This is an optimization exercise on Yosys and OpenROAD, whose aim is small area, a short achievable clock period and few clock cycles, not a production implementation.
Function was checked by simulation only, so behaviour that the tests miss may differ from the original.

<file path="design/flow/design.v">
`default_nettype none
package id_range_pkg;
    function automatic logic [64:0] add_sk(input logic [63:0] a, input logic [63:0] b,
                                           input logic cin);
        logic [63:0] g, p, gg, pp;
        g = a & b;
        p = a ^ b;
        gg = g;
        pp = p;
        gg[0] = g[0] | (p[0] & cin);
        for (int d = 1; d < 64; d = d * 2) begin
            for (int i = 0; i < 64; i++) begin
                if (((i / d) % 2) == 1) begin
                    gg[i] = gg[i] | (pp[i] & gg[(i / d) * d - 1]);
                    pp[i] = pp[i] & pp[(i / d) * d - 1];
                end
            end
        end
        add_sk = {gg[63], p ^ {gg[62:0], cin}};
    endfunction
    function automatic logic [64:0] add_bk(input logic [63:0] a, input logic [63:0] b,
                                           input logic cin);
        logic [63:0] g, p, gg, pp;
        g = a & b;
        p = a ^ b;
        gg = g;
        pp = p;
        gg[0] = g[0] | (p[0] & cin);
        for (int d = 1; d < 64; d = d * 2) begin
            for (int i = 2 * d - 1; i < 64; i += 2 * d) begin
                gg[i] = gg[i] | (pp[i] & gg[i - d]);
                pp[i] = pp[i] & pp[i - d];
            end
        end
        for (int d = 16; d >= 1; d = d / 2) begin
            for (int i = 3 * d - 1; i < 64; i += 2 * d) begin
                gg[i] = gg[i] | (pp[i] & gg[i - d]);
                pp[i] = pp[i] & pp[i - d];
            end
        end
        add_bk = {gg[63], p ^ {gg[62:0], cin}};
    endfunction
    function automatic logic [127:0] csa(input logic [63:0] a, input logic [63:0] b,
                                         input logic [63:0] c);
        csa = {(a & b) | (a & c) | (b & c), a ^ b ^ c};
    endfunction
endpackage
`default_nettype wire
`timescale 1ns/1ps
`default_nettype none
module irs_side #(
    parameter bit STRICT = 1'b1    
) (
    input  logic        clk,
    input  logic        load,
    input  logic [39:0] x_in,
    input  logic        conv,
    input  logic        scan,
    input  logic        scan_first,
    output logic [3:0]  ndig,
    output logic [3:0]  ndig_now,
    output logic        fin_next,
    output logic [19:0] slot0,
    output logic [13:0] slot1,
    output logic [6:0]  slot2,
    output logic [6:1]  f
);
    localparam int K  = 6;     
    localparam int PL = 10;    
    logic [29:0] x;       
    logic [51:0] bcd;
    logic [2:0]  c;       
    logic [12:0] pa;      
    logic [12:0] ph;      
    logic [3:0]  dh;      
    logic [23:0] dl;      
    logic [3:0]  k;
    assign dl = x[23:0];
    assign k  = {c, 1'b0};
    logic [6:1]  dec;
    logic [6:1]  lt;
    function automatic logic [3:0] add3(input logic [3:0] i);
        logic ge5;
        ge5  = i[3] | (i[2] & (i[1] | i[0]));
        add3 = {ge5, ge5 ? {i[3] & i[0], (i[3] & ~i[0]) | (i[1] & i[0]),
                            (i[3] & ~i[0]) | (i[2] & i[1] & ~i[0])}
                         : i[2:0]};
    endfunction
    function automatic logic [51:0] dabble(input logic [51:0] b_in, input logic [K-1:0] bits);
        logic [51:0] b;
        b = b_in;
        for (int s = K - 1; s >= 0; s--) begin
            for (int i = 0; i < 13; i++) begin
                if (i <= ((s == 0) ? 11 : (s <= 3) ? 10 : 9)) b[4*i +: 4] = add3(b[4*i +: 4]);
            end
            b = {b[50:0], bits[s]};
        end
        dabble = b;
    endfunction
    function automatic logic [15:0] first_bcd(input logic [PL-1:0] bits);
        logic [15:0] b;
        b = '0;
        for (int s = PL - 1; s >= 0; s--) begin
            for (int i = 0; i < 4; i++) begin
                b[4*i +: 4] = add3(b[4*i +: 4]);
            end
            b = {b[14:0], bits[s]};
        end
        first_bcd = b;
    endfunction
    function automatic logic [2:0] p_of(input logic [3:0] dg, input int j);
        logic [2:0] r;
        r = 3'd0;
        case (j)
            0: case (dg)
                   4'd2, 4'd3, 4'd5, 4'd7, 4'd11: r = 3'd1;
                   4'd4:  r = 3'd2;
                   4'd6:  r = 3'd3;
                   4'd8:  r = 3'd4;
                   4'd9:  r = 3'd3;
                   4'd10: r = 3'd5;
                   4'd12: r = 3'd6;
                   default: r = 3'd0;
               endcase
            1: case (dg)
                   4'd6, 4'd10: r = 3'd2;
                   4'd12: r = 3'd4;
                   default: r = 3'd0;
               endcase
            default: case (dg)
                   4'd6, 4'd10: r = 3'd1;
                   4'd12: r = 3'd2;
                   default: r = 3'd0;
               endcase
        endcase
        p_of = r;
    endfunction
    function automatic logic [3:0] pick(input logic [51:0] b, input logic [12:0] sel);
        logic [3:0] r;
        r = 4'd0;
        for (int i = 0; i < 13; i++) begin
            r = r | (b[4*i +: 4] & {4{sel[i]}});
        end
        pick = r;
    endfunction
    logic [12:0] lead;
    logic [3:0]  ndig_c;
    always_comb begin
        logic seen;
        seen   = 1'b0;
        ndig_c = 4'd0;
        for (int i = 12; i >= 0; i--) begin
            lead[i] = !seen && (bcd[4*i +: 4] != 4'd0);
            if (lead[i]) ndig_c = 4'(i + 1);
            seen = seen | lead[i];
        end
    end
    logic [12:0] pa_c;
    logic [3:0]  da, db;
    logic        va, vb;
    logic [6:1]  dec_n;
    logic [6:1]  lt_n;
    logic [19:0] vnew;
    logic [2:0]  p0, p1, p2;
    assign pa_c = scan_first ? lead : pa;
    assign da   = pick(bcd, pa_c);
    assign db   = pick(bcd, {1'b0, pa_c[12:1]});
    assign ndig_now = ndig_c;
    assign va   = (pa_c != 13'd0);
    assign vb   = (pa_c[12:1] != 12'd0);
    assign p0   = p_of(ndig, 0);
    assign p1   = p_of(ndig, 1);
    assign p2   = p_of(ndig, 2);
    assign fin_next = (pa_c[12:2] == 11'd0);
    always_comb begin
        for (int p = 1; p <= 6; p++) begin
            logic [3:0] ua, ub;
            logic       ma, mb;
            ua = dl[4*(p-1) +: 4];
            ub = (p == 1) ? da : dl[4*(p-2) +: 4];
            ma = va && (k >= 4'(p)) && (da != ua);
            mb = vb && (k + 4'd1 >= 4'(p)) && (db != ub);
            dec_n[p] = dec[p] | ma | mb;
            lt_n[p]  = dec[p] ? lt[p] : (ma ? (da < ua) : (db < ub));
            f[p]     = dec[p] ? lt[p] : ~STRICT;
        end
    end
    always_comb begin
        logic [127:0] cs;
        logic [64:0]  r;
        cs   = id_range_pkg::csa(64'({slot0[16:0], 3'b000}), 64'({slot0[18:0], 1'b0}), 64'(dh));
        r    = id_range_pkg::add_sk(64'(cs[19:0]), 64'({cs[82:64], 1'b0}), 1'b0);
        vnew = r[19:0];
    end
    always_ff @(posedge clk) begin
        if (load) begin
            x     <= x_in[29:0];
            bcd   <= {36'd0, first_bcd(x_in[39:30])};
            c     <= 3'd0;
            dec   <= '0;
            slot0 <= '0;
        end else if (conv) begin
            bcd <= dabble(bcd, x[29:24]);
            x   <= {x[23:0], 6'd0};
        end else if (scan) begin
            if (scan_first) ndig <= ndig_c;
            c   <= c + 3'd1;
            pa  <= {2'b00, pa_c[12:2]};
            ph  <= scan_first ? {2'b00, lead[12:2]} : {1'b0, ph[12:1]};
            dh  <= scan_first ? db : pick(bcd, ph);
            x[23:0] <= {dl[15:0], da, db};
            dec <= dec_n;
            lt  <= lt_n;
            if (scan_first) begin
                slot0 <= 20'(da);
                slot2 <= 7'(da);
            end else begin
                if (4'(c) < 4'(p0)) slot0 <= vnew;
                if (4'(c) + 4'd1 == 4'(p1)) slot1 <= vnew[13:0];
                if (4'(c) + 4'd1 == 4'(p2)) slot2 <= vnew[6:0];
            end
        end
    end
endmodule
module id_range_scanner (
    input  logic               clk,
    input  logic               reset,
    input  logic               start,
    input  logic [79:0]        range_in,
    output logic               busy,
    output logic               done,
    output logic [63:0]        sum,
    output logic [39:0]        invalid_count
);
    localparam int NCONV = 5;    
    localparam int SW = 59;
    localparam int CW = 20;
    localparam int HW = 43;
    typedef enum logic [2:0] {
        S_IDLE, S_CONV, S_SCAN, S_FILL, S_TERM, S_HORN, S_MULT
    } st_t;
    st_t           state;
    logic          accept;
    logic          empty;
    logic [2:0]    ccnt;
    logic          first;
    logic [SW-1:0] acc_sum;
    logic [CW-1:0] acc_cnt;
    assign sum           = {{(64 - SW){1'b0}}, acc_sum};
    assign invalid_count = {{(40 - CW){1'b0}}, acc_cnt};
    logic [3:0]  dh, dl, dh_now, dl_now;
    logic        fin_h, fin_l;
    logic [19:0] h0, l0;
    logic [13:0] h1, l1;
    logic [6:0]  h2, l2;
    logic [6:1]  fh, fl;
    assign accept = (state == S_IDLE) && start;
    irs_side #(.STRICT(1'b1)) u_hi (
        .clk(clk), .load(accept), .x_in(range_in[39:0]),
        .conv(state == S_CONV), .scan(state == S_SCAN), .scan_first(first),
        .ndig(dh), .ndig_now(dh_now), .fin_next(fin_h), .slot0(h0), .slot1(h1), .slot2(h2), .f(fh)
    );
    irs_side #(.STRICT(1'b0)) u_lo (
        .clk(clk), .load(accept), .x_in(range_in[79:40]),
        .conv(state == S_CONV), .scan(state == S_SCAN), .scan_first(first),
        .ndig(dl), .ndig_now(dl_now), .fin_next(fin_l), .slot0(l0), .slot1(l1), .slot2(l2), .f(fl)
    );
    function automatic logic [1:0] nterms(input logic [3:0] dg);
        case (dg)
            4'd2, 4'd3, 4'd4, 4'd5, 4'd7, 4'd8, 4'd9, 4'd11: nterms = 2'd1;
            4'd6, 4'd10, 4'd12: nterms = 2'd3;
            default: nterms = 2'd0;
        endcase
    endfunction
    function automatic logic [2:0] p_of(input logic [3:0] dg, input logic [1:0] j);
        logic [2:0] r;
        r = 3'd0;
        case (j)
            2'd0: case (dg)
                   4'd2, 4'd3, 4'd5, 4'd7, 4'd11: r = 3'd1;
                   4'd4:  r = 3'd2;
                   4'd6:  r = 3'd3;
                   4'd8:  r = 3'd4;
                   4'd9:  r = 3'd3;
                   4'd10: r = 3'd5;
                   4'd12: r = 3'd6;
                   default: r = 3'd0;
               endcase
            2'd1: case (dg)
                   4'd6, 4'd10: r = 3'd2;
                   4'd12: r = 3'd4;
                   default: r = 3'd0;
               endcase
            default: case (dg)
                   4'd6, 4'd10: r = 3'd1;
                   4'd12: r = 3'd2;
                   default: r = 3'd0;
               endcase
        endcase
        p_of = r;
    endfunction
    function automatic logic [19:0] pw10m1(input logic [2:0] p);
        case (p)
            3'd1: pw10m1 = 20'd9;
            3'd2: pw10m1 = 20'd99;
            3'd3: pw10m1 = 20'd999;
            3'd4: pw10m1 = 20'd9999;
            3'd5: pw10m1 = 20'd99999;
            3'd6: pw10m1 = 20'd999999;
            default: pw10m1 = 20'd0;
        endcase
    endfunction
    function automatic logic rdig(input logic [3:0] i, input logic [2:0] p);
        case (p)
            3'd1:    rdig = 1'b1;
            3'd2:    rdig = !i[0];
            3'd3:    rdig = (i == 4'd0) || (i == 4'd3) || (i == 4'd6) || (i == 4'd9);
            3'd4:    rdig = (i == 4'd0) || (i == 4'd4) || (i == 4'd8);
            3'd5:    rdig = (i == 4'd0) || (i == 4'd5) || (i == 4'd10);
            3'd6:    rdig = (i == 4'd0) || (i == 4'd6);
            default: rdig = 1'b0;
        endcase
    endfunction
    logic [3:0]  td;       
    logic [1:0]  tj;       
    logic [3:0]  dlast;    
    logic        more;     
    logic [2:0]  p_c;
    logic [19:0] bh_c, bl_c;
    logic        fh_c, fl_c;
    logic [3:0]  nx_d;
    logic [1:0]  nx_j;
    logic        nx_more;
    assign p_c = p_of(td, tj);
    always_comb begin
        logic [19:0] sh, sl;
        logic        ffh, ffl;
        case (tj)
            2'd0:    begin sh = h0;      sl = l0;      end
            2'd1:    begin sh = 20'(h1); sl = 20'(l1); end
            default: begin sh = 20'(h2); sl = 20'(l2); end
        endcase
        ffh = 1'b0;
        ffl = 1'b0;
        for (int q = 1; q <= 6; q++) begin
            if (p_c == 3'(q)) begin
                ffh = fh[q];
                ffl = fl[q];
            end
        end
        bh_c = (td == dh) ? sh : pw10m1(p_c);
        bl_c = (td == dl) ? sl : pw10m1(p_c - 3'd1);
        fh_c = (td == dh) && ffh;
        fl_c = (td == dl) && ffl;
    end
    always_comb begin
        if (2'(tj + 2'd1) < nterms(td)) begin
            nx_d = td;
            nx_j = tj + 2'd1;
        end else begin
            nx_d = td + 4'd1;
            nx_j = 2'd0;
        end
        nx_more = (nx_d <= dlast);
    end
    logic          pend;     
    logic [19:0]   bh_r, bl_r;
    logic          fh_r, fl_r;
    logic [2:0]    p_r;
    logic          neg_r;
    logic [3:0]    dmp_r;    
    logic [20:0] n;
    logic [21:0] s;      
    logic        nz;
    always_comb begin
        logic [64:0]  rn, rs;
        logic [127:0] cs;
        logic [20:0]  nbl;
        logic [1:0]   kn;
        logic [21:0]  ks;
        nbl = ~{1'b0, bl_r};
        kn  = 2'd1 - 2'(fh_r) + 2'(fl_r);
        cs  = id_range_pkg::csa(64'(bh_r), 64'(nbl), 64'(kn));
        rn  = id_range_pkg::add_bk(64'(cs[20:0]), 64'({cs[83:64], 1'b0}), 1'b0);
        nz  = ((cs[20:0] ^ {cs[83:64], 1'b0}) != ({cs[19:0], 1'b0} | {cs[82:64], 2'b00}));
        ks  = neg_r ? 22'd1 + 22'(fh_r) + 22'(fl_r) : 22'd1 - 22'(fh_r) - 22'(fl_r);
        cs  = id_range_pkg::csa(64'({2'b00, bh_r} ^ {22{neg_r}}), 64'({2'b00, bl_r} ^ {22{neg_r}}),
                                64'(ks));
        rs  = id_range_pkg::add_sk(64'(cs[21:0]), 64'({cs[84:64], 1'b0}), 1'b0);
        n   = rn[20:0];
        s   = rs[21:0];
    end
    logic [SW-1:0] y;
    logic [21:0]   s_r;      
    logic [19:0]   n_r;
    logic          half;     
    logic          cnt_due;  
    logic [3:0]    hq;       
    logic [2:0]    tp;
    logic          rbit;     
    logic          neg;
    logic mult_last, take, fin_now;
    logic [40:0]   hi_ge_lo;
    logic [HW-1:0] horner;
    logic [CW-1:0] cnt_next;
    logic [SW-1:0] sum_next;
    always_comb begin
        logic [64:0]  r;
        logic [127:0] cs;
        logic [CW-1:0] nc;
        logic [39:0]   nlo;
        nlo      = ~range_in[79:40];
        r        = id_range_pkg::add_bk(64'(range_in[39:0]), 64'(nlo), 1'b1);
        hi_ge_lo = r[40:0];
        cs       = id_range_pkg::csa(64'({y[HW-4:0], 3'd0}), 64'({y[HW-2:0], 1'b0}),
                                     rbit ? 64'(HW'(signed'(s_r))) : 64'd0);
        r        = id_range_pkg::add_sk(64'(cs[HW-1:0]), 64'({cs[64+HW-2:64], 1'b0}), 1'b0);
        horner   = r[HW-1:0];
        nc       = half ? {n_r[CW-2:0], 1'b0} : n_r;
        r        = id_range_pkg::add_bk(64'(acc_cnt), 64'(nc ^ {CW{neg}}), neg);
        cnt_next = r[CW-1:0];
        r        = id_range_pkg::add_sk(64'(acc_sum), 64'(y), 1'b0);
        sum_next = r[SW-1:0];
    end
    assign mult_last = (state == S_MULT) && (n_r[19:1] == 19'd0);
    assign take      = pend && ((state == S_TERM) || mult_last);
    assign fin_now   = ((state == S_TERM) || mult_last) && (!pend || (!nz && !more));
    always_ff @(posedge clk or posedge reset) begin
        if (reset) begin
            state <= S_IDLE;
            busy  <= 1'b0;
            done  <= 1'b0;
        end else begin
            done <= 1'b0;
            case (state)
                S_IDLE: begin
                    if (start) begin
                        state <= S_CONV;
                        busy  <= 1'b1;
                    end
                end
                S_CONV: begin
                    if (ccnt == 3'(NCONV - 1)) begin
                        if (empty) begin
                            state <= S_IDLE;
                            busy  <= 1'b0;
                            done  <= 1'b1;
                        end else begin
                            state <= S_SCAN;
                        end
                    end
                end
                S_SCAN: begin
                    if (fin_h && fin_l) state <= S_FILL;
                end
                S_FILL: begin
                    if (td > dlast) begin
                        state <= S_IDLE;
                        busy  <= 1'b0;
                        done  <= 1'b1;
                    end else begin
                        state <= S_TERM;
                    end
                end
                S_HORN: begin
                    if (hq == 4'd0) state <= S_MULT;
                end
                S_TERM, S_MULT: begin
                    if (fin_now) begin
                        state <= S_IDLE;
                        busy  <= 1'b0;
                        done  <= 1'b1;
                    end else if (take) begin
                        state <= nz ? S_HORN : S_TERM;
                    end
                end
                default: state <= S_IDLE;
            endcase
        end
    end
    always_ff @(posedge clk) begin
        first <= (state == S_CONV);
        case (state)
            S_IDLE: begin
                if (start) begin
                    empty   <= !hi_ge_lo[40];
                    ccnt    <= 3'd0;
                    acc_sum <= '0;
                    acc_cnt <= '0;
                end
            end
            S_CONV: begin
                ccnt <= ccnt + 3'd1;
            end
            S_HORN: begin
                y  <= SW'(signed'(horner));
                rbit <= rdig(hq - 4'd1, tp);
                hq <= hq - 4'd1;
                if (cnt_due) begin
                    acc_cnt <= cnt_next;
                    cnt_due <= 1'b0;
                end
            end
            S_MULT: begin
                if (n_r[0]) acc_sum <= sum_next;
                if (!mult_last) begin
                    y   <= {y[SW-2:0], 1'b0};
                    n_r <= {1'b0, n_r[19:1]};
                end
            end
            default: ;
        endcase
        if (take) begin
            cnt_due <= 1'b1;
            neg     <= neg_r;
            tp      <= p_r;
            hq      <= dmp_r - 4'd1;
            rbit    <= rdig(dmp_r - 4'd1, p_r);
            if (n[0]) begin
                half <= 1'b0;
                n_r  <= n[19:0];
                s_r  <= {s[21], s[21:1]};
                y    <= SW'(signed'({s[21], s[21:1]}));
            end else begin
                half <= 1'b1;
                n_r  <= n[20:1];
                s_r  <= s;
                y    <= SW'(signed'(s));
            end
        end
        if (state == S_FILL || take) begin
            if (state == S_FILL || more) begin
                pend  <= 1'b1;
                bh_r  <= bh_c;
                bl_r  <= bl_c;
                fh_r  <= fh_c;
                fl_r  <= fl_c;
                p_r   <= p_c;
                neg_r <= (tj == 2'd2);
                dmp_r <= td - 4'(p_c);
                td    <= nx_d;
                tj    <= nx_j;
                more  <= nx_more;
            end else begin
                pend  <= 1'b0;
            end
        end
        if (state == S_SCAN && first) begin
            td    <= (dl_now < 4'd2) ? 4'd2 : dl_now;
            tj    <= 2'd0;
            dlast <= (dh_now > 4'd12) ? 4'd12 : dh_now;
        end
    end
endmodule
`default_nettype wire
</file>
<file path="design/flow/run.sh">
#!/bin/bash
# synth_recipe.tcl (not shown) runs the flow's synth.tcl, then flattens the netlist and writes it again
# the make line also repeats each setting of config.mk as NAME=value (left out here)
make -C /OpenROAD-flow-scripts/flow DESIGN_CONFIG=/design/flow/config.mk WORK_HOME=/design/flow/orfs CLKGATE_MAP_FILE= SYNTH_SCRIPT=/design/flow/synth_recipe.tcl finish
</file>
<file path="design/flow/config.mk">
export PLATFORM = sky130hd
export DESIGN_NAME = id_range_scanner
export DESIGN_NICKNAME = id_range_scanner
export VERILOG_FILES = /design/flow/design.v
export SDC_FILE = /design/flow/constraint.sdc
export NUM_CORES = 4
export LEC_CHECK = 0
export ABC_AREA = 1
export CAP_MARGIN = 20
export CORE_MARGIN = 2
export CORE_UTILIZATION = 45
export SETUP_SLACK_MARGIN = 0.5
export SLEW_MARGIN = 20
</file>
<file path="design/flow/constraint.sdc">
create_clock -name core_clock -period 4.2 [get_ports {clk}]
set_input_delay 0.8400 -clock core_clock [delete_from_list [all_inputs] [get_ports {clk}]]
set_output_delay 0.8400 -clock core_clock [all_outputs]
set_load 0.01 [all_outputs]
</file>
==> metrics.yaml, run 1 <==
status: "finished clean"
start_util: 0.4528
fill_cells: 11454
drtAntennaViolNets: 0
syn_area_um2: 53390
grt_max_degree: 93
drive_gt1_frac: 0.1040
ys_ff_latch: 610
rows: 126
clk_latency_ps: 650
setup-violations-final: 0
grt_pass1_vias: 46841
grt_pass1_wl_um: 245600
cts_root_buffer: "clkbuf_16"
rsz0062_at_grt: "yes"
die_area_um2: 121400
track_usage: 0.2477
async_flop_share: 0.008197
fmax_mhz: 265.7
place_ws_ps: -17.30
drv_slew: 0
vias: 50088
finalCritPeriodShare: 0.8962
yosys.area.top_type: "edfxtp_1"
clk_pin_slew_ps: 60
die_x_um: 348.5
port_buffers: 163
grt_antenna_before_repair: 2
numCtsBuffers: 75
area_delta_synth_final_pct: 15.88
crit_fanout: 6
nNetsFinal: 8344
finalHoldViolations: 0
worst_slack_ps: 436.1
drc: 0
ys_seq_area_frac: 0.3143
overflow: 0
netlist_top_cells_count: "nand2_1, inv_1, nor2_1"
core_area_um2: 117900
wl_per_cell_um: 16.54
critPathCaptureType: "register"
synth-main-ff-cell: "edfxtp_1"
hold_path.class: "in -> async"
required_ps: 4600
die_height_um: 348.5
yosys_warnings: 3
fin_skew_ps: 24.92
period_minus_slack_ps: 3764
ctsHoldBuffers: 0
syn_avg_cell_area_um2: 7.167
cts_tree: "yes"
pin_count: 189
synth-edff-count: 454
first_iter_violations: 3323
routed_wl_um: 154400
clock-sinks: 610
gp_congestion: 0.9104
holdWs_ps: 412.4
criticalPathCategory: "reg -> reg"
max-slew-margin-rel: 0.2843
h-tree-depth: 3
yosysUniqueCellTypes: 84
netlist_top_cells_area: "edfxtp_1, nand2_1, ha_1"
finalSetupTns_ps: 0
cap_violations: 0
worst_pin_slew_ps: 1074
yosysMostFrequentCell: "nand2_1"
vias_per_cell: 5.366
start_kind: "register"
cts_buffer_depth: 3
firstDrtPassIters: 6
cp.arrival_ps: 4170
synthDominantCellAreaShare: 0.2553
hpwl_um: 118100
n_antenna_cell: 0
synthCells: 7450
==> worst max-delay path, cell delays in order, from the launching register on <==
cell      delay, ps
edfxtp_1        420
buf_6           160
nand2_2          50
inv_2            40
fa_1            500
fa_2            430
nand3_2          80
nand2_2          80
nand2_2          90
nand2_2          60
nand2_2          80
nand2_2          70
a21oi_4         170
o21ai_4         110
a21oi_4         170
inv_2            60
nand3_2          80
nand2_4          80
fa_2            390
xnor2_2         150
a21oi_1          70
o21ai_1         110
nand2_1          60
==> placed cells by master (no fill, tap or decap), types with 56 or more instances in the layout <==
master           Yosys  routed
nor2_1             643     630
xor2_1             140     124
fa_1               106      92
nand2_1           2019    1969
o21ai_1            109     127
a21oi_1            409     386
nand4_1            117     117
clkbuf_16            0      83
nand3_1            608     600
edfxtp_1           454     454
nand2_2             42      85
clkdlybuf4s50_1      0     163
o21ai_2             34      56
inv_2               71      93
inv_1              977     955
ha_1               419     399
buf_4               29     162
dfxtp_1            151     144
o21ai_0            408     365
==> cells by family (layout without fill, tap and decap cells) <==
family	count (synthesis)	count (layout)	synth area share
adder cells (fa/ha/maj)	525	525	0.1379
AND/OR/NAND/NOR	3582	3584	0.2844
other	1	25	0.00007023
XOR/XNOR	177	177	0.02903
flip-flops	610	610	0.3143
AO/OA/AOI/OAI	1320	1320	0.1443
buffers and inverters	1230	1553	0.08900
multiplexers	5	5	0.0009842
==> per-stage QoR <==
| stage | std cells | instance area (um2) | utilization |
|---|---|---|---|
| 4_1_cts | 9291 | 60590 | 0.5138 |
| 6_report | 9335 | 61870 | 0.5247 |
| 3_5_place_dp | 9106 | 57280 | 0.4858 |
| 3_3_place_gp | 9106 | 57280 | 0.4858 |
| 2_1_floorplan | 7474 | 53640 | - |
| 5_1_grt | 9335 | 61870 | 0.5247 |
==> layer usage <==
metal | global-route usage | vias up | share of wire
met5 | 0 | - | 0.00016
met4 | 0.07539 | 4 | 0.029
met3 | 0.02670 | 238 | 0.044
met2 | 0.4294 | 1045 | 0.48
met1 | 0.3241 | 23424 | 0.45
li1 | - | 25377 | -
==> sequential cells by signal, summed over array words and instances, names as in the netlist, 22 cells and up, named ones only <==
register and cells:
acc_sum 59, y 59, u_hi.bcd 52, u_lo.bcd 52, u_hi.x 30, u_lo.x 30
s_r 22
==> what timing repair did <==
| item | 4_1_cts | 5_1_grt |
|---|---|---|
| pin swaps | 30 | 84 |
| endpoints found under the setup margin | 69 | 118 |
| gates resized for setup | 73 | 209 |
| buffers inserted | 42 | 37 |
| cloned | 3 | 7 |
==> path summary, 6_finish.rpt <==
kind	start	endpoint	slack, ps	cells after the start
max reg2reg	rbit	y[33]	440	22
min reg2reg	u_lo.dh[0]	u_lo.slot1[0]	460	0
min	reset	done	410	2
max in group asynchronous	reset	state[2]	3600	2
min in group core_clock	u_lo.dh[0]	u_lo.slot1[0]	460	0
max	rbit	y[33]	440	22
==> area by class of cell <==
class,instances,area [um2],share of cell area
Clock inverter,36,396.6,0.006411
Tap cell,1536,1922,0.03106
Multi-Input combinational cell,5636,33210,0.5368
Sequential cell,610,16790,0.2714
Inverter,1057,3976,0.06427
Timing Repair Buffer,356,3396,0.05488
Clock buffer,104,2181,0.03525
Testbench counts, summed over its fixed seeds: cycles 4,358.
==> run 2, diff against run 1 <==
--- a/design/flow/design.v
+++ b/design/flow/design.v
@@ -65,3 +65,4 @@
     output logic [6:0]  slot2,
-    output logic [6:1]  f
+    output logic [6:1]  f,
+    output logic [5:0]  xtop
 );
@@ -168,2 +169,3 @@
     assign ndig_now = ndig_c;
+    assign xtop     = x[29:24];
     assign va   = (pa_c != 13'd0);
@@ -191,3 +193,3 @@
         cs   = id_range_pkg::csa(64'({slot0[16:0], 3'b000}), 64'({slot0[18:0], 1'b0}), 64'(dh));
-        r    = id_range_pkg::add_sk(64'(cs[19:0]), 64'({cs[82:64], 1'b0}), 1'b0);
+        r    = id_range_pkg::add_bk(64'(cs[19:0]), 64'({cs[82:64], 1'b0}), 1'b0);
         vnew = r[19:0];
@@ -239,3 +241,3 @@
     typedef enum logic [2:0] {
-        S_IDLE, S_CONV, S_SCAN, S_FILL, S_TERM, S_HORN, S_MULT
+        S_IDLE, S_CONV, S_SCAN, S_TERM, S_HORN, S_MULT
     } st_t;
@@ -243,3 +245,6 @@
     logic          accept;
+    logic          cmp_gt;   
+    logic          cmp_eq;   
     logic          empty;
+    logic [5:0]    xh_top, xl_top;
     logic [2:0]    ccnt;
@@ -257,2 +262,3 @@
     assign accept = (state == S_IDLE) && start;
+    assign empty = cmp_gt || (cmp_eq && (xl_top > xh_top));
     irs_side #(.STRICT(1'b1)) u_hi (
@@ -260,3 +266,4 @@
         .conv(state == S_CONV), .scan(state == S_SCAN), .scan_first(first),
-        .ndig(dh), .ndig_now(dh_now), .fin_next(fin_h), .slot0(h0), .slot1(h1), .slot2(h2), .f(fh)
+        .ndig(dh), .ndig_now(dh_now), .fin_next(fin_h), .slot0(h0), .slot1(h1), .slot2(h2), .f(fh),
+        .xtop(xh_top)
     );
@@ -265,3 +272,4 @@
         .conv(state == S_CONV), .scan(state == S_SCAN), .scan_first(first),
-        .ndig(dl), .ndig_now(dl_now), .fin_next(fin_l), .slot0(l0), .slot1(l1), .slot2(l2), .f(fl)
+        .ndig(dl), .ndig_now(dl_now), .fin_next(fin_l), .slot0(l0), .slot1(l1), .slot2(l2), .f(fl),
+        .xtop(xl_top)
     );
@@ -355,2 +363,12 @@
     end
+    logic zero_c;
+    always_comb begin
+        logic [127:0] cs;
+        logic [20:0]  nbl;
+        logic [1:0]   kn;
+        nbl    = ~{1'b0, bl_c};
+        kn     = 2'd1 - 2'(fh_c) + 2'(fl_c);
+        cs     = id_range_pkg::csa(64'(bh_c), 64'(nbl), 64'(kn));
+        zero_c = ((cs[20:0] ^ {cs[83:64], 1'b0}) == ({cs[19:0], 1'b0} | {cs[82:64], 2'b00}));
+    end
     always_comb begin
@@ -373,3 +391,2 @@
     logic [21:0] s;      
-    logic        nz;
     always_comb begin
@@ -384,3 +401,2 @@
         rn  = id_range_pkg::add_bk(64'(cs[20:0]), 64'({cs[83:64], 1'b0}), 1'b0);
-        nz  = ((cs[20:0] ^ {cs[83:64], 1'b0}) != ({cs[19:0], 1'b0} | {cs[82:64], 2'b00}));
         ks  = neg_r ? 22'd1 + 22'(fh_r) + 22'(fl_r) : 22'd1 - 22'(fh_r) - 22'(fl_r);
@@ -401,4 +417,3 @@
     logic          neg;
-    logic mult_last, take, fin_now;
-    logic [40:0]   hi_ge_lo;
+    logic mult_last, free, take, pick, fin_now;
     logic [HW-1:0] horner;
@@ -410,6 +425,2 @@
         logic [CW-1:0] nc;
-        logic [39:0]   nlo;
-        nlo      = ~range_in[79:40];
-        r        = id_range_pkg::add_bk(64'(range_in[39:0]), 64'(nlo), 1'b1);
-        hi_ge_lo = r[40:0];
         cs       = id_range_pkg::csa(64'({y[HW-4:0], 3'd0}), 64'({y[HW-2:0], 1'b0}),
@@ -425,4 +436,7 @@
     assign mult_last = (state == S_MULT) && (n_r[19:1] == 19'd0);
-    assign take      = pend && ((state == S_TERM) || mult_last);
-    assign fin_now   = ((state == S_TERM) || mult_last) && (!pend || (!nz && !more));
+    assign free      = (state == S_TERM) || mult_last;
+    assign take      = pend && free;
+    assign pick      = ((state == S_TERM) || (state == S_HORN) || (state == S_MULT))
+                       && (!pend || take) && more;
+    assign fin_now   = free && !pend && (!more || (zero_c && !nx_more));
     always_ff @(posedge clk or posedge reset) begin
@@ -453,12 +467,3 @@
                 S_SCAN: begin
-                    if (fin_h && fin_l) state <= S_FILL;
-                end
-                S_FILL: begin
-                    if (td > dlast) begin
-                        state <= S_IDLE;
-                        busy  <= 1'b0;
-                        done  <= 1'b1;
-                    end else begin
-                        state <= S_TERM;
-                    end
+                    if (fin_h && fin_l) state <= S_TERM;
                 end
@@ -472,4 +477,4 @@
                         done  <= 1'b1;
-                    end else if (take) begin
-                        state <= nz ? S_HORN : S_TERM;
+                    end else if (free) begin
+                        state <= take ? S_HORN : S_TERM;
                     end
@@ -485,3 +490,4 @@
                 if (start) begin
-                    empty   <= !hi_ge_lo[40];
+                    cmp_gt  <= (range_in[79:70] > range_in[39:30]);
+                    cmp_eq  <= (range_in[79:70] == range_in[39:30]);
                     ccnt    <= 3'd0;
@@ -492,3 +498,5 @@
             S_CONV: begin
-                ccnt <= ccnt + 3'd1;
+                ccnt   <= ccnt + 3'd1;
+                cmp_gt <= empty;
+                cmp_eq <= cmp_eq && (xl_top == xh_top);
             end
@@ -530,18 +538,16 @@
         end
-        if (state == S_FILL || take) begin
-            if (state == S_FILL || more) begin
-                pend  <= 1'b1;
-                bh_r  <= bh_c;
-                bl_r  <= bl_c;
-                fh_r  <= fh_c;
-                fl_r  <= fl_c;
-                p_r   <= p_c;
-                neg_r <= (tj == 2'd2);
-                dmp_r <= td - 4'(p_c);
-                td    <= nx_d;
-                tj    <= nx_j;
-                more  <= nx_more;
-            end else begin
-                pend  <= 1'b0;
-            end
+        if (pick) begin
+            pend  <= !zero_c;
+            bh_r  <= bh_c;
+            bl_r  <= bl_c;
+            fh_r  <= fh_c;
+            fl_r  <= fl_c;
+            p_r   <= p_c;
+            neg_r <= (tj == 2'd2);
+            dmp_r <= td - 4'(p_c);
+            td    <= nx_d;
+            tj    <= nx_j;
+            more  <= nx_more;
+        end else if (take) begin
+            pend  <= 1'b0;
         end
@@ -551,2 +557,4 @@
             dlast <= (dh_now > 4'd12) ? 4'd12 : dh_now;
+            more  <= (((dl_now < 4'd2) ? 4'd2 : dl_now) <= ((dh_now > 4'd12) ? 4'd12 : dh_now));
+            pend  <= 1'b0;
         end
--- a/design/flow/config.mk
+++ b/design/flow/config.mk
@@ -11,3 +11,3 @@
 export CORE_UTILIZATION = 45
-export SETUP_SLACK_MARGIN = 0.5
+export SETUP_SLACK_MARGIN = 0.2
 export SLEW_MARGIN = 20
==> run 2 against run 1 <==
Synthesized area rose by 0.54%. Maximum frequency fell by 13%. Largest cell class unchanged. The layout now fails its checks (setup timing). Clock skew rose by 1.5 ps. Wire length rose by 10%. Critical endpoint is now busy. Non-clock buffer count rose by 143. Highest routed layer unchanged. Final cell count rose by 1.6%. Global-route usage rose by 2.5 points.
==> metrics.yaml, run 2 <==
drv_slew: 0
netlist_top_cells_area: "edfxtp_1, nand2_1, ha_1"
worst_slack_ps: -116.8
vias: 51297
grt_max_degree: 104
crit_top_cell: "inv_2"
synthCells: 7461
h-tree-depth: 3
fmax_mhz: 231.7
place_area_um2: 58860
track_usage: 0.2723
required_ps: 4720
vias_per_cell: 5.411
drtAntennaViolNets: 0
netlist_top_cells_count: "nand2_1, inv_1, nand3_1"
status: "finished with violations"
syn_avg_cell_area_um2: 7.195
grt_pass1_wl_um: 263600
cts_tree: "yes"
fin_util: 0.5292
first_iter_violations: 4047
setup-violations-final: 4
cts_buffer_depth: 3
area_delta_synth_final_pct: 16.55
clk_latency_ps: 660
final_cell_mix: "nand2_1, inv_1, nand3_1"
port_buffers: 163
synth-main-ff-cell: "edfxtp_1"
core_area_um2: 118200
slowest_delay_ps: 550
nNetsFinal: 8508
final_common_cell: "nand2_1"
largestRegisters: "acc_sum x59, y x59"
criticalPathCategory: "reg -> reg"
numCtsBuffers: 78
yosysMostFrequentCell: "nand2_1"
cts_root_buffer: "clkbuf_16"
clock-sinks: 611
async_flop_share: 0.008183
routed_wl_um: 170400
crit_fanout: 5
rows: 126
period_minus_slack_ps: 4317
synth-edff-count: 454
hold_path.class: "reg -> reg"
finalSetupTns_ps: -365.0
place_ws_ps: -241.7
critPathCaptureType: "register"
clk_pin_slew_ps: 60
yosys_warnings: 3
so_faults: "setup timing"
pin_count: 189
syn_area_um2: 53680
ys_seq_area_frac: 0.3130
firstDrtPassIters: 8
yosys.area.top_type: "edfxtp_1"
start_util: 0.4540
finalHoldViolations: 0
finalCritPeriodShare: 1.028
die_x_um: 349.4
die_area_um2: 122100
grt_pass1_vias: 47749
rsz0062_at_grt: "yes"
die_height_um: 349.4
cap_violations: 0
finish.instance_area_um2: 62570
synthDominantCellAreaShare: 0.2540
fin_skew_ps: 26.40
cp.arrival_ps: 4830
overflow: 0
ys_ff_latch: 611
drive_gt1_frac: 0.1149
hpwl_um: 133200
worst_pin_slew_ps: 1064
yosysUniqueCellTypes: 74
slowest_stage: "fa_2"
drc: 0
gp_congestion: 0.9757
grt_antenna_before_repair: 2
wl_per_cell_um: 17.97
max-slew-margin-rel: 0.2882
start_kind: "register"
-- run 2: cell type report --
class                      instances  area (um2)
antenna                            2       5.005
clock buffer                     100        2140
clock inverter                    44       419.2
fill                           11433       55670
inverter                        1024        3852
multi-input combinational       5665       32960
sequential                       611       16810
tap                             1536        1922
timing repair buffer             499        4467
-- run 2: cells by family after synthesis --
group | after synthesis | synth area share
AOI/OAI and AO/OA | 1282 | 0.1380
xor gates and xnor gates | 155 | 0.02529
adders and majority gates | 546 | 0.1438
buffers and inverters | 1209 | 0.08747
DFF | 611 | 0.3130
muxes | 2 | 0.0003729
other | 1 | 0.00006985
and+or+nand+nor | 3655 | 0.2921
-- run 2: through the flow --
stage	instances	hold slack [ps]
final	9481	451.6
after global routing	9479	489.6
after CTS	9432	456.7
after detailed placement	9270	437.3
after global placement	9270	424.0
after floorplan	7485	417.4
-- run 2: routing by layer --
metal  up-vias  track usage  part of all wire
met4         2       0.1031             0.039
met3       259      0.03131             0.051
met5         -            0          0.000041
li1      25741            -                 -
met2      1330       0.4665              0.48
met1     23965       0.3518              0.43
-- run 2: critical path: cells and delay by family (launching register included) --
kind | cells | cell delay, ps
flip-flops | 1 | 420
AO/OA/AOI/OAI | 8 | 1160
adder cells (fa/ha/maj) | 4 | 1030
buffers and inverters | 5 | 450
AND/OR/NAND/NOR | 11 | 1130
-- run 2: final timing paths --
check	slack, ps	start	to	cells past startpoint
max in group asynchronous	3450	reset	state[1]	2
max reg2reg	-120	td[0]	busy	28
max	-120	td[0]	busy	28
min in group asynchronous	550	reset	state[0]	2
min reg2reg	450	u_lo.dh[0]	u_lo.slot1[0]	0
min	450	u_lo.dh[0]	u_lo.slot1[0]	0
-- run 2: timing repair --
item / in CTS / in global routing
endpoints found under the setup margin: 33 / 83
setup buffers: 18 / 44
cloned: 0 / 3
pin swaps: 22 / 56
gates resized for setup: 38 / 128
endpoints found under the hold margin: 0 / 0
hold buffers: 0 / 0
Testbench counts of run 2, summed over its fixed seeds: cycles 4,185.
==> run 3, diff against run 2 <==
--- a/design/flow/design.v
+++ b/design/flow/design.v
@@ -66,3 +66,4 @@
     output logic [6:1]  f,
-    output logic [5:0]  xtop
+    output logic        conv_last,    
+    output logic        load_none     
 );
@@ -71,2 +72,3 @@
     logic [29:0] x;       
+    logic [2:0]  cleft;   
     logic [51:0] bcd;
@@ -169,3 +171,23 @@
     assign ndig_now = ndig_c;
-    assign xtop     = x[29:24];
+    logic [2:0]  lz;
+    logic [39:0] xs;
+    always_comb begin
+        logic z;
+        z  = 1'b1;
+        lz = 3'd0;
+        for (int g = 0; g < 5; g++) begin
+            z = z && (x_in[39-6*g -: 6] == 6'd0);
+            if (z) lz = 3'(g + 1);
+        end
+        case (lz)
+            3'd0:    xs = x_in;
+            3'd1:    xs = {x_in[33:0], 6'd0};
+            3'd2:    xs = {x_in[27:0], 12'd0};
+            3'd3:    xs = {x_in[21:0], 18'd0};
+            3'd4:    xs = {x_in[15:0], 24'd0};
+            default: xs = {x_in[9:0], 30'd0};
+        endcase
+    end
+    assign load_none = (lz == 3'd5);
+    assign conv_last = (cleft <= 3'd1);
     assign va   = (pa_c != 13'd0);
@@ -198,10 +220,30 @@
         if (load) begin
-            x     <= x_in[29:0];
-            bcd   <= {36'd0, first_bcd(x_in[39:30])};
+            pa  <= '0;
+            dec <= '0;
+        end else begin
+            pa  <= {2'b00, pa_c[12:2]};
+            dec <= dec_n;
+        end
+        ph <= scan_first ? {2'b00, lead[12:2]} : {1'b0, ph[12:1]};
+        dh <= scan_first ? db : pick(bcd, ph);
+        lt <= lt_n;
+    end
+    always_ff @(posedge clk) begin
+        if (load) begin
+            x <= xs[29:0];
+        end else if (conv && (cleft != 3'd0)) begin
+            x <= {x[23:0], 6'd0};
+        end else begin
+            x <= {6'd0, dl[15:0], da, db};
+        end
+    end
+    always_ff @(posedge clk) begin
+        if (load) begin
+            bcd   <= {36'd0, first_bcd(xs[39:30])};
+            cleft <= 3'd5 - lz;
             c     <= 3'd0;
-            dec   <= '0;
             slot0 <= '0;
-        end else if (conv) begin
-            bcd <= dabble(bcd, x[29:24]);
-            x   <= {x[23:0], 6'd0};
+        end else if (conv && (cleft != 3'd0)) begin
+            bcd   <= dabble(bcd, x[29:24]);
+            cleft <= cleft - 3'd1;
         end else if (scan) begin
@@ -209,8 +251,2 @@
             c   <= c + 3'd1;
-            pa  <= {2'b00, pa_c[12:2]};
-            ph  <= scan_first ? {2'b00, lead[12:2]} : {1'b0, ph[12:1]};
-            dh  <= scan_first ? db : pick(bcd, ph);
-            x[23:0] <= {dl[15:0], da, db};
-            dec <= dec_n;
-            lt  <= lt_n;
             if (scan_first) begin
@@ -236,3 +272,2 @@
 );
-    localparam int NCONV = 5;    
     localparam int SW = 59;
@@ -245,7 +280,4 @@
     logic          accept;
-    logic          cmp_gt;   
-    logic          cmp_eq;   
     logic          empty;
-    logic [5:0]    xh_top, xl_top;
-    logic [2:0]    ccnt;
+    logic          cl_h, cl_l, ln_h, ln_l;
     logic          first;
@@ -262,3 +294,9 @@
     assign accept = (state == S_IDLE) && start;
-    assign empty = cmp_gt || (cmp_eq && (xl_top > xh_top));
+    always_comb begin
+        logic [39:0] nlo;
+        logic [64:0] r;
+        nlo   = ~range_in[79:40];
+        r     = id_range_pkg::add_bk(64'(range_in[39:0]), 64'(nlo), 1'b1);
+        empty = !r[40];
+    end
     irs_side #(.STRICT(1'b1)) u_hi (
@@ -267,3 +305,3 @@
         .ndig(dh), .ndig_now(dh_now), .fin_next(fin_h), .slot0(h0), .slot1(h1), .slot2(h2), .f(fh),
-        .xtop(xh_top)
+        .conv_last(cl_h), .load_none(ln_h)
     );
@@ -273,3 +311,3 @@
         .ndig(dl), .ndig_now(dl_now), .fin_next(fin_l), .slot0(l0), .slot1(l1), .slot2(l2), .f(fl),
-        .xtop(xl_top)
+        .conv_last(cl_l), .load_none(ln_l)
     );
@@ -341,3 +379,8 @@
     logic        nx_more;
-    assign p_c = p_of(td, tj);
+    logic [2:0]  it_p;       
+    logic        it_eh;      
+    logic        it_el;      
+    logic        it_neg;     
+    logic [3:0]  it_dmp;     
+    assign p_c = it_p;
     always_comb begin
@@ -358,8 +401,10 @@
         end
-        bh_c = (td == dh) ? sh : pw10m1(p_c);
-        bl_c = (td == dl) ? sl : pw10m1(p_c - 3'd1);
-        fh_c = (td == dh) && ffh;
-        fl_c = (td == dl) && ffl;
+        bh_c = it_eh ? sh : pw10m1(p_c);
+        bl_c = it_el ? sl : pw10m1(p_c - 3'd1);
+        fh_c = it_eh && ffh;
+        fl_c = it_el && ffl;
     end
-    logic zero_c;
+    logic        zero_c;
+    logic [20:0] nsv_c, ncv_c;
+    logic [21:0] ssv_c, scv_c;
     always_comb begin
@@ -368,2 +413,3 @@
         logic [1:0]   kn;
+        logic [21:0]  ks;
         nbl    = ~{1'b0, bl_c};
@@ -372,2 +418,9 @@
         zero_c = ((cs[20:0] ^ {cs[83:64], 1'b0}) == ({cs[19:0], 1'b0} | {cs[82:64], 2'b00}));
+        nsv_c  = cs[20:0];
+        ncv_c  = {cs[83:64], 1'b0};
+        ks     = it_neg ? 22'd1 + 22'(fh_c) + 22'(fl_c) : 22'd1 - 22'(fh_c) - 22'(fl_c);
+        cs     = id_range_pkg::csa(64'({2'b00, bh_c} ^ {22{it_neg}}), 64'({2'b00, bl_c} ^ {22{it_neg}}),
+                                   64'(ks));
+        ssv_c  = cs[21:0];
+        scv_c  = {cs[84:64], 1'b0};
     end
@@ -384,4 +437,4 @@
     logic          pend;     
-    logic [19:0]   bh_r, bl_r;
-    logic          fh_r, fl_r;
+    logic [20:0]   nsv_r, ncv_r;
+    logic [21:0]   ssv_r, scv_r;
     logic [2:0]    p_r;
@@ -393,14 +446,4 @@
         logic [64:0]  rn, rs;
-        logic [127:0] cs;
-        logic [20:0]  nbl;
-        logic [1:0]   kn;
-        logic [21:0]  ks;
-        nbl = ~{1'b0, bl_r};
-        kn  = 2'd1 - 2'(fh_r) + 2'(fl_r);
-        cs  = id_range_pkg::csa(64'(bh_r), 64'(nbl), 64'(kn));
-        rn  = id_range_pkg::add_bk(64'(cs[20:0]), 64'({cs[83:64], 1'b0}), 1'b0);
-        ks  = neg_r ? 22'd1 + 22'(fh_r) + 22'(fl_r) : 22'd1 - 22'(fh_r) - 22'(fl_r);
-        cs  = id_range_pkg::csa(64'({2'b00, bh_r} ^ {22{neg_r}}), 64'({2'b00, bl_r} ^ {22{neg_r}}),
-                                64'(ks));
-        rs  = id_range_pkg::add_sk(64'(cs[21:0]), 64'({cs[84:64], 1'b0}), 1'b0);
+        rn  = id_range_pkg::add_bk(64'(nsv_r), 64'(ncv_r), 1'b0);
+        rs  = id_range_pkg::add_sk(64'(ssv_r), 64'(scv_r), 1'b0);
         n   = rn[20:0];
@@ -451,4 +494,4 @@
                     if (start) begin
-                        state <= S_CONV;
                         busy  <= 1'b1;
+                        state <= empty ? S_TERM : (ln_h && ln_l) ? S_SCAN : S_CONV;
                     end
@@ -456,11 +499,3 @@
                 S_CONV: begin
-                    if (ccnt == 3'(NCONV - 1)) begin
-                        if (empty) begin
-                            state <= S_IDLE;
-                            busy  <= 1'b0;
-                            done  <= 1'b1;
-                        end else begin
-                            state <= S_SCAN;
-                        end
-                    end
+                    if (cl_h && cl_l) state <= S_SCAN;
                 end
@@ -486,3 +521,5 @@
     always_ff @(posedge clk) begin
-        first <= (state == S_CONV);
+        first <= ((state == S_IDLE) && start && !empty && ln_h && ln_l)
+                 || ((state == S_CONV) && cl_h && cl_l);
+        y <= {y[SW-2:0], 1'b0};
         case (state)
@@ -490,14 +527,8 @@
                 if (start) begin
-                    cmp_gt  <= (range_in[79:70] > range_in[39:30]);
-                    cmp_eq  <= (range_in[79:70] == range_in[39:30]);
-                    ccnt    <= 3'd0;
                     acc_sum <= '0;
                     acc_cnt <= '0;
+                    more    <= 1'b0;
+                    pend    <= 1'b0;
                 end
             end
-            S_CONV: begin
-                ccnt   <= ccnt + 3'd1;
-                cmp_gt <= empty;
-                cmp_eq <= cmp_eq && (xl_top == xh_top);
-            end
             S_HORN: begin
@@ -514,3 +545,2 @@
                 if (!mult_last) begin
-                    y   <= {y[SW-2:0], 1'b0};
                     n_r <= {1'b0, n_r[19:1]};
@@ -540,12 +570,17 @@
             pend  <= !zero_c;
-            bh_r  <= bh_c;
-            bl_r  <= bl_c;
-            fh_r  <= fh_c;
-            fl_r  <= fl_c;
-            p_r   <= p_c;
-            neg_r <= (tj == 2'd2);
-            dmp_r <= td - 4'(p_c);
-            td    <= nx_d;
-            tj    <= nx_j;
-            more  <= nx_more;
+            nsv_r <= nsv_c;
+            ncv_r <= ncv_c;
+            ssv_r <= ssv_c;
+            scv_r <= scv_c;
+            p_r    <= p_c;
+            neg_r  <= it_neg;
+            dmp_r  <= it_dmp;
+            td     <= nx_d;
+            tj     <= nx_j;
+            more   <= nx_more;
+            it_p   <= p_of(nx_d, nx_j);
+            it_eh  <= (nx_d == dh);
+            it_el  <= (nx_d == dl);
+            it_neg <= (nx_j == 2'd2);
+            it_dmp <= nx_d - 4'(p_of(nx_d, nx_j));
         end else if (take) begin
@@ -554,4 +589,11 @@
         if (state == S_SCAN && first) begin
-            td    <= (dl_now < 4'd2) ? 4'd2 : dl_now;
-            tj    <= 2'd0;
+            logic [3:0] d0;
+            d0     = (dl_now < 4'd2) ? 4'd2 : dl_now;
+            td     <= d0;
+            tj     <= 2'd0;
+            it_p   <= p_of(d0, 2'd0);
+            it_eh  <= (d0 == dh_now);
+            it_el  <= (d0 == dl_now);
+            it_neg <= 1'b0;
+            it_dmp <= d0 - 4'(p_of(d0, 2'd0));
             dlast <= (dh_now > 4'd12) ? 4'd12 : dh_now;
--- a/design/flow/config.mk
+++ b/design/flow/config.mk
@@ -11,3 +11,3 @@
 export CORE_UTILIZATION = 45
-export SETUP_SLACK_MARGIN = 0.2
+export SETUP_SLACK_MARGIN = 0.3
 export SLEW_MARGIN = 20
==> run 3 against run 2 <==
The run now finishes clean. Utilization is 5.6 points higher. Sequential share of layout area is 2.8 points lower. Non-clock buffer count is 391 higher. Synthesized area shrank 0.24%. Worst setup slack improved by 210 ps. Count of clock-buffer cells in the layout up 10. Synthesized cell count down 2.5%. Sequential cell count is 49 higher. Register-to-register slack improved by 210 ps. Hold slack lost 47 ps. Critical endpoint is now acc_cnt[19].
==> metrics.yaml, run 3 <==
yosys.area.top_type: "edfxtp_1"
overflow: 0
cts_buffer_depth: 3
gp_congestion: 0.9414
critPathCaptureType: "register"
setup-violations-final: 0
rsz0062_at_grt: "yes"
ys_ff_latch: 660
cts_root_buffer: "clkbuf_16"
slowest_stage: "edfxtp_1"
yosysMostFrequentCell: "nand2_1"
max-slew-margin-rel: 0.06342
yosys_warnings: 3
grt_pass1_wl_um: 255600
worst_pin_slew_ps: 1400
cp.arrival_ps: 4610
synthCells: 7278
worst_slack_ps: 94.25
fin_skew_ps: 31.42
clk_pin_slew_ps: 60
place_area_um2: 60490
numCtsBuffers: 79
async_flop_share: 0.007576
h-tree-depth: 3
hpwl_um: 121800
synth-main-ff-cell: "edfxtp_1"
netlist_top_cells_count: "nand2_1, inv_1, nor2_1"
grt_antenna_before_repair: 2
wl_per_cell_um: 16.89
final_common_cell: "nand2_1"
die_x_um: 349.0
pin_count: 189
grt_max_degree: 94
synth-edff-count: 334
finish.instance_area_um2: 69050
dp_cells: 9311
vias_per_cell: 5.409
nNetsFinal: 8715
ys_seq_area_frac: 0.3096
firstDrtPassIters: 6
die_height_um: 349.0
syn_area_um2: 53550
yosysUniqueCellTypes: 84
fin_util: 0.5848
period_minus_slack_ps: 4106
port_buffers: 163
place_ws_ps: -344.6
syn_avg_cell_area_um2: 7.358
largestRegisters: "acc_sum x59, y x59"
crit_fanout: 22
area_delta_synth_final_pct: 28.94
synthDominantCellAreaShare: 0.1873
netlist_top_cells_area: "edfxtp_1, dfxtp_1, nand2_1"
fmax_mhz: 243.6
clk_latency_ps: 650
status: "finished clean"
slowest_delay_ps: 400
criticalPathCategory: "reg -> reg"
drv_slew: 0
ctsHoldBuffers: 0
required_ps: 4700
routed_wl_um: 163500
vias: 52355
die_area_um2: 121800
seqCellArea_um2: 16610
finalCritPeriodShare: 0.9776
finalHoldViolations: 0
stdcell_count: 9680
drc: 0
cap_violations: 0
holdWs_ps: 404.2
crit_chain: "buf_6 > buf_6 > o21ai_1 > xor2_1 > inv_1 > ha_1 > nand2_1 > inv_1 > a221oi_2 > nor2_1 > a211oi_2 > nor2_1 > a211oi_2 > nor2_1 > a211oi_2 > nor2_1 > a211oi_2 > nor2_1 > a211oi_2 > fa_2 > xnor2_2 > xor2_1 > o21ai_1 > a21oi_1"
cts_tree: "yes"
hold_path.class: "in -> async"
drtAntennaViolNets: 0
start_util: 0.4535
rows: 126
multi_input_area_um2: 35660
clock-sinks: 660
track_usage: 0.2557
core_area_um2: 118100
fill_cells: 10685
first_iter_violations: 3682
grt_pass1_vias: 49461
final_cell_mix: "nand2_1, inv_1, buf_4"
start_kind: "register"
drive_gt1_frac: 0.2147
==> run 3: worst max-delay path: cells and delay by family, from the launching register on <==
family	cells	cell delay, ps
AOI/OAI and AO/OA	9	1580
xor gates and xnor gates	3	530
adders and majority gates	2	520
and+or+nand+nor	6	470
buffers and inverters	4	430
DFF	1	400
==> run 3: cell families after synthesis <==
family,after synthesis,share of synthesized area
multiplexers,5,0.0009346
AO/OA/AOI/OAI,1733,0.1938
AND/OR/NAND/NOR,2725,0.2153
buffers and inverters,1392,0.1003
flip-flops,660,0.3096
other,1,0.00007002
adder cells (fa/ha/maj),554,0.1458
XOR/XNOR,208,0.03416
==> run 3: path summary, 6_finish.rpt <==
kind	from	end	slack, ps	depth (start not counted)
max	half	acc_cnt[19]	90	24
min	reset	state[2]	400	2
max reg2reg	half	acc_cnt[19]	90	24
min reg2reg	it_dmp[3]	dmp_r[3]	420	0
max in group asynchronous	reset	busy	3620	2
min in group core_clock	it_dmp[3]	dmp_r[3]	420	0
==> run 3: final cells by class <==
cell class                 count  area share
multi-input combinational   5250      0.5164
sequential                   660      0.2405
timing repair buffer         890      0.1126
inverter                    1197     0.06549
clock buffer                 110     0.03209
tap                         1536     0.02783
clock inverter                36    0.005001
antenna                        1  0.00003624
==> run 3: metrics by stage <==
| step | setup TNS [ps] |
|---|---|
| 6_report | 0 |
| 2_1_floorplan | 0 |
| 3_5_place_dp | -6466 |
| 4_1_cts | 0 |
| 3_3_place_gp | -2264 |
| 5_1_grt | -409.9 |
==> run 3: per-layer routing <==
metal  global-route usage  vias to the layer above  routed length, um
li1                     -                    26076                  -
met1               0.3348                    24639              72290
met2               0.4392                     1327              78830
met3              0.02922                      311               7076
met4              0.08146                        2               5275
met5                    0                        -                 13
==> run 3: timing repair <==
item / in CTS / in global routing
setup endpoints to repair: 86 / 221
pin swaps: 121 / 285
resized for setup: 284 / 680
buffers inserted: 91 / 125
gates cloned: 1 / 5
Testbench counts of run 3, summed over its fixed seeds: cycles 3,704.
==> run 4, diff against run 3 <==
--- a/design/flow/design.v
+++ b/design/flow/design.v
@@ -454,3 +454,3 @@
     logic [19:0]   n_r;
-    logic          half;     
+    logic [CW-1:0] cadd;     
     logic          cnt_due;  
@@ -467,3 +467,2 @@
         logic [127:0] cs;
-        logic [CW-1:0] nc;
         cs       = id_range_pkg::csa(64'({y[HW-4:0], 3'd0}), 64'({y[HW-2:0], 1'b0}),
@@ -472,4 +471,3 @@
         horner   = r[HW-1:0];
-        nc       = half ? {n_r[CW-2:0], 1'b0} : n_r;
-        r        = id_range_pkg::add_bk(64'(acc_cnt), 64'(nc ^ {CW{neg}}), neg);
+        r        = id_range_pkg::add_bk(64'(acc_cnt), 64'(cadd), neg);
         cnt_next = r[CW-1:0];
@@ -556,4 +554,4 @@
             rbit    <= rdig(dmp_r - 4'd1, p_r);
+            cadd    <= n[CW-1:0] ^ {CW{neg_r}};
             if (n[0]) begin
-                half <= 1'b0;
                 n_r  <= n[19:0];
@@ -562,3 +560,2 @@
             end else begin
-                half <= 1'b1;
                 n_r  <= n[20:1];
--- a/design/flow/config.mk
+++ b/design/flow/config.mk
@@ -11,3 +11,3 @@
 export CORE_UTILIZATION = 45
-export SETUP_SLACK_MARGIN = 0.3
+export SETUP_SLACK_MARGIN = 0.1
 export SLEW_MARGIN = 20
==> run 4 against run 3 <==
First-iteration DRC count increased by 3.4%. Sequential cell count increased by 19. Count of clock-buffer cells in the layout decreased by 7. Critical endpoint is now state[0].
==> metrics.yaml, run 4 <==
status: "finished clean"
firstDrtPassIters: 6
grt-busiest-layer: "met2"
yosysUniqueCellTypes: 82
netlist_top_cells_count: "nand2_1, inv_1, nor2_1"
max-slew-margin-rel: 0.3535
cp.arrival_ps: 4640
met2_usage: 0.4254
criticalPathCategory: "reg -> reg"
path_buf_inv: 5
required_ps: 4740
start_util: 0.4519
vias_per_cell: 5.361
drv_slew: 0
ctsHoldBuffers: 0
clk_pin_slew_ps: 60
r2r_cells: 25
async_flop_share: 0.007364
cts_buffer_depth: 3
final_common_cell: "nand2_1"
drtAntennaViolNets: 0
cap_violations: 0
grtUsageMet3: 0.02868
pin_count: 189
finalSetupTns_ps: 0
hold_path.class: "in -> async"
wl_per_cell_um: 16.63
critPathCaptureType: "register"
clk_latency_ps: 660
synthCells: 7246
hpwl_um: 121800
setup-violations-final: 0
stdcell_count: 9560
die_area_um2: 122800
grt_antenna_before_repair: 3
yosys_warnings: 3
drive_gt1_frac: 0.1579
nNetsFinal: 8517
ys_ff_latch: 679
largestRegisters: "acc_sum x59, y x59"
grt_pass1_wl_um: 249400
grt_use_met1: 0.3326
yosys.area.top_type: "edfxtp_1"
grt_max_degree: 94
yosysMostFrequentCell: "nand2_1"
area_delta_synth_final_pct: 22.32
finish.instance_area_um2: 66060
gp_congestion: 0.9337
vias: 51249
synthDominantCellAreaShare: 0.1963
cpLargestDelayFamily: "simple AND/OR/NAND/NOR gates"
port_buffers: 163
grt_pass1_vias: 47732
start_kind: "register"
drc: 0
numCtsBuffers: 81
finalCritPeriodShare: 0.9760
overflow: 0
clock-sinks: 679
worst_pin_slew_ps: 959.6
fmax_mhz: 243.9
crit_fanout: 6
crit_start: "it_p[0]"
cts_root_buffer: "clkbuf_16"
final_cell_mix: "nand2_1, inv_1, nor2_1"
rows: 127
synth-edff-count: 353
crit_cells: 25
first_iter_violations: 3809
die_x_um: 350.4
n_antenna_cell: 0
cts_tree: "yes"
routed_wl_um: 159000
netlist_top_cells_area: "edfxtp_1, dfxtp_1, ha_1"
finalHoldViolations: 0
h-tree-depth: 3
rsz0062_at_grt: "yes"
syn_avg_cell_area_um2: 7.453
ys_seq_area_frac: 0.3176
track_usage: 0.2489
r2r-start: "it_p[0]"
die_height_um: 350.4
slowest_delay_ps: 530
core_area_um2: 119500
fin_util: 0.5528
syn_area_um2: 54010
dp_cells: 9317
slowest_stage: "edfxtp_1"
place_area_um2: 60540
period_minus_slack_ps: 4099
synth-main-ff-cell: "edfxtp_1"
fin_skew_ps: 35.32
[run 4: final cells by class]
| class | instances | area (um2) |
|---|---|---|
| well taps | 1612 | 2017 |
| clock inverters | 49 | 564.3 |
| fillers | 11184 | 53430 |
| clock buffers | 103 | 2255 |
| repair buffers | 715 | 6150 |
| inverters | 1223 | 4629 |
| multi-input cells | 5179 | 33290 |
| flip-flops and latches | 679 | 17160 |
[run 4: worst paths after layout]
kind	end	slack, ps
worst min-delay path	busy	400
worst max register to register	state[0]	100
worst max-delay path	state[0]	100
min in group core_clock	dmp_r[2]	420
max in group asynchronous	done	3610
worst min register to register	dmp_r[2]	420
[run 4: cell families after synthesis]
group / synth area share
compound gates: 0.1909
xor+xnor: 0.03304
fa+ha+maj: 0.1450
buf+inv: 0.1025
flops: 0.3176
mux: 0.0009268
other cells: 0.00006944
simple gates: 0.2100
[run 4: metrics by stage]
stage          worst slack [ps]  hold slack [ps]
5_1_grt                  -77.88            400.3
3_3_place_gp             -180.9            407.1
4_1_cts                   90.77            357.9
3_5_place_dp             -296.8            404.5
2_1_floorplan             129.6            400.3
6_report                  100.6            395.9
[run 4: repair_timing]
| action | CTS | global route |
|---|---|---|
| pin swaps | 13 | 148 |
| endpoints found under the setup margin | 48 | 152 |
| gates resized for setup | 49 | 399 |
| buffers inserted | 11 | 80 |
| cloned | 0 | 2 |
[run 4: per-layer routing]
metal	routed length (um)	vias to the layer above
met5	28	-
li1	-	25654
met3	7801	261
met2	75340	1374
met1	71540	23956
met4	4292	4
Testbench counts of run 4, summed over its fixed seeds: cycles 3,704.
==> run 5, diff against run 4 <==
--- a/design/flow/config.mk
+++ b/design/flow/config.mk
@@ -11,3 +11,3 @@
 export CORE_UTILIZATION = 45
-export SETUP_SLACK_MARGIN = 0.1
+export SETUP_SLACK_MARGIN = 0.2
 export SLEW_MARGIN = 20
==> run 5 against run 4 <==
Global-route usage up 0.15 points. Synthesized cell count unchanged. Die area did not move. Hold slack gained 12 ps. Highest routed layer is now met4. Sequential cell count unchanged. Non-clock buffer count increased by 32. Still clean on timing, DRC and antenna. Sequential share of layout area shrank 0.26 points. Register-to-register slack about the same. Design area up 1.1%.
==> metrics.yaml, run 5 <==
status: "finished clean"
crit_fanout: 8
async_flop_share: 0.007364
first_iter_violations: 3730
ctsHoldBuffers: 0
rows: 127
final_common_cell: "nand2_1"
clk_latency_ps: 660
numCtsBuffers: 83
finalCritPeriodShare: 0.9743
overflow: 0
hold_path.class: "in -> async"
grt_max_degree: 94
holdWs_ps: 407.9
routed_wl_um: 160900
worst_slack_ps: 107.7
synth-main-ff-cell: "edfxtp_1"
stdcell_count: 9593
setup-violations-final: 0
syn_area_um2: 54010
drc: 0
netlist_top_cells_count: "nand2_1, inv_1, nor2_1"
grt_antenna_before_repair: 3
wl_per_cell_um: 16.77
cts_root_buffer: "clkbuf_16"
period_minus_slack_ps: 4092
largestRegisters: "acc_sum x59, y x59"
ys_seq_area_frac: 0.3176
yosys_warnings: 3
cp.arrival_ps: 4690
cts_buffer_depth: 3
grt_pass1_vias: 48660
clk_pin_slew_ps: 60
track_usage: 0.2504
fin_skew_ps: 42.88
yosys.area.top_type: "edfxtp_1"
area_delta_synth_final_pct: 23.65
drtAntennaViolNets: 0
start_kind: "register"
gp_congestion: 0.9375
endpoint: "y[53]"
drive_gt1_frac: 0.1711
die_height_um: 350.4
start_util: 0.4519
yosysUniqueCellTypes: 82
cap_violations: 0
core_area_um2: 119500
critPathCaptureType: "register"
dp_cells: 9302
die_x_um: 350.4
firstDrtPassIters: 6
hpwl_um: 121900
r2r-start: "rbit"
rr_endpoint: "y[53]"
fin_util: 0.5588
clock-sinks: 679
ys_ff_latch: 679
drv_slew: 0
place_ws_ps: -297.9
synthDominantCellAreaShare: 0.1963
yosysMostFrequentCell: "nand2_1"
synthCells: 7246
max-slew-margin-rel: 0.2850
synth-edff-count: 353
criticalPathCategory: "reg -> reg"
finalSetupTns_ps: 0
h-tree-depth: 3
die_area_um2: 122800
-- run 5: changes by cell type in the layout (fill, tap and decap cells not counted), moves of 10 or more --
cell,delta
a21oi_2,+12
buf_4,+30
clkdlybuf4s50_1,-17
dlymetal6s2s_1,+17
inv_1,-13
nand2_1,-21
nand2_2,+11
nand2_4,+10
nand3_1,-11
nor2_1,-17
-- run 5: logic make-up (layout without fill, tap and decap cells) --
family	Yosys count	count (layout)	share of synthesized area
adder cells (fa/ha/maj)	555	555	0.1450
buffers and inverters	1412	2122	0.1025
XOR/XNOR	202	202	0.03304
multiplexers	5	5	0.0009268
other	1	26	0.00006944
AND/OR/NAND/NOR	2675	2675	0.2100
flip-flops	679	679	0.3176
AO/OA/AOI/OAI	1717	1717	0.1909
-- run 5: final cells by class --
class	instances	area (um2)	area share
multi-input combinational	5179	33660	0.5040
antenna	1	2.502	0.00003747
tap	1612	2017	0.03020
inverter	1223	4623	0.06923
sequential	679	17170	0.2571
clock buffer	116	2416	0.03618
clock inverter	36	415.4	0.006221
timing repair buffer	747	6475	0.09696
-- run 5: through the flow --
stage,cell area [um2]
floorplan,54120
global placement,60430
detailed placement,60430
CTS,63960
global route,66780
finish,66780
-- run 5: how the worst min path moves through the flow --
stage                    end  depth (start not counted)       from
floorplan           dmp_r[0]                          0  it_dmp[0]
global placement    dmp_r[0]                          0  it_dmp[0]
detailed placement  dmp_r[1]                          0  it_dmp[1]
CTS                     done                          2      reset
global route            done                          2      reset
finish                  done                          2      reset
-- run 5: layer usage --
layer | up-vias | track usage | part of all wire
li1 | 25705 | - | -
met5 | - | 0 | 0
met1 | 24039 | 0.3311 | 0.45
met2 | 1257 | 0.4322 | 0.48
met4 | 0 | 0.07366 | 0.028
met3 | 269 | 0.02471 | 0.046
-- run 5: what timing repair did --
action	CTS	global route
buffers inserted	55	80
gates cloned	0	3
pin swaps	39	187
gates resized for setup	91	492
setup endpoints to repair	77	193
-- run 5: critical path, cell delays in order, from the launching register on --
cell	delay, ps
edfxtp_1	520
nand2_1	110
inv_1	60
fa_1	540
ha_4	230
a21oi_2	140
nand2_2	80
a21oi_2	130
inv_1	60
nand2_2	60
nand2_2	60
a21boi_2	180
o21bai_2	110
a21oi_2	210
o21ai_2	110
a21oi_2	140
buf_6	160
o31ai_4	70
a21oi_2	210
o21ai_2	100
nand2_1	80
nand2_2	60
xnor2_2	200
nand2_4	120
clkbuf_16	220
nand2_2	60

afterwards: timing with drivers on the ports:
Ports are ideal in the flow. The routed layouts listed here were re-timed in OpenROAD.
Step 1: set_driving_cell puts a clkbuf_16 on clk and a buf_2 on each other input, an assumption about the parent block.
Step 2, shift: input delay + t, output delay - t, t = (earliest + latest rising clock arrival at the registers) / 2. This alone moves slack from input paths to output paths.
a / b / c = ideal / step 1 / step 2; a / b = the first two.
run | t (ns) | slack for setup (ns) | latest minus earliest clock arrival (ns) | worst slew at a driven data input, ns
run 1 | 0.718 | 0.436 / 0.436 / 0.293 | 0.027 / 0.027 | 0.07
run 2 | 0.724 | -0.117 / -0.117 / -0.117 | 0.026 / 0.027 | 0.09
run 3 | 0.721 | 0.094 / 0.094 / -0.203 | 0.036 / 0.036 | 0.10
run 4 | 0.727 | 0.101 / 0.101 / -0.274 | 0.040 / 0.040 | 0.11
run 5 | 0.712 | 0.108 / 0.108 / -0.284 | 0.043 / 0.043 | 0.10
With both steps, setup timing fails in run 3, run 4 and run 5, where it was met with ideal ports. The setup slack of run 5, which loses most, moves by 0.000 ns with the drivers and by -0.392 ns with both steps.
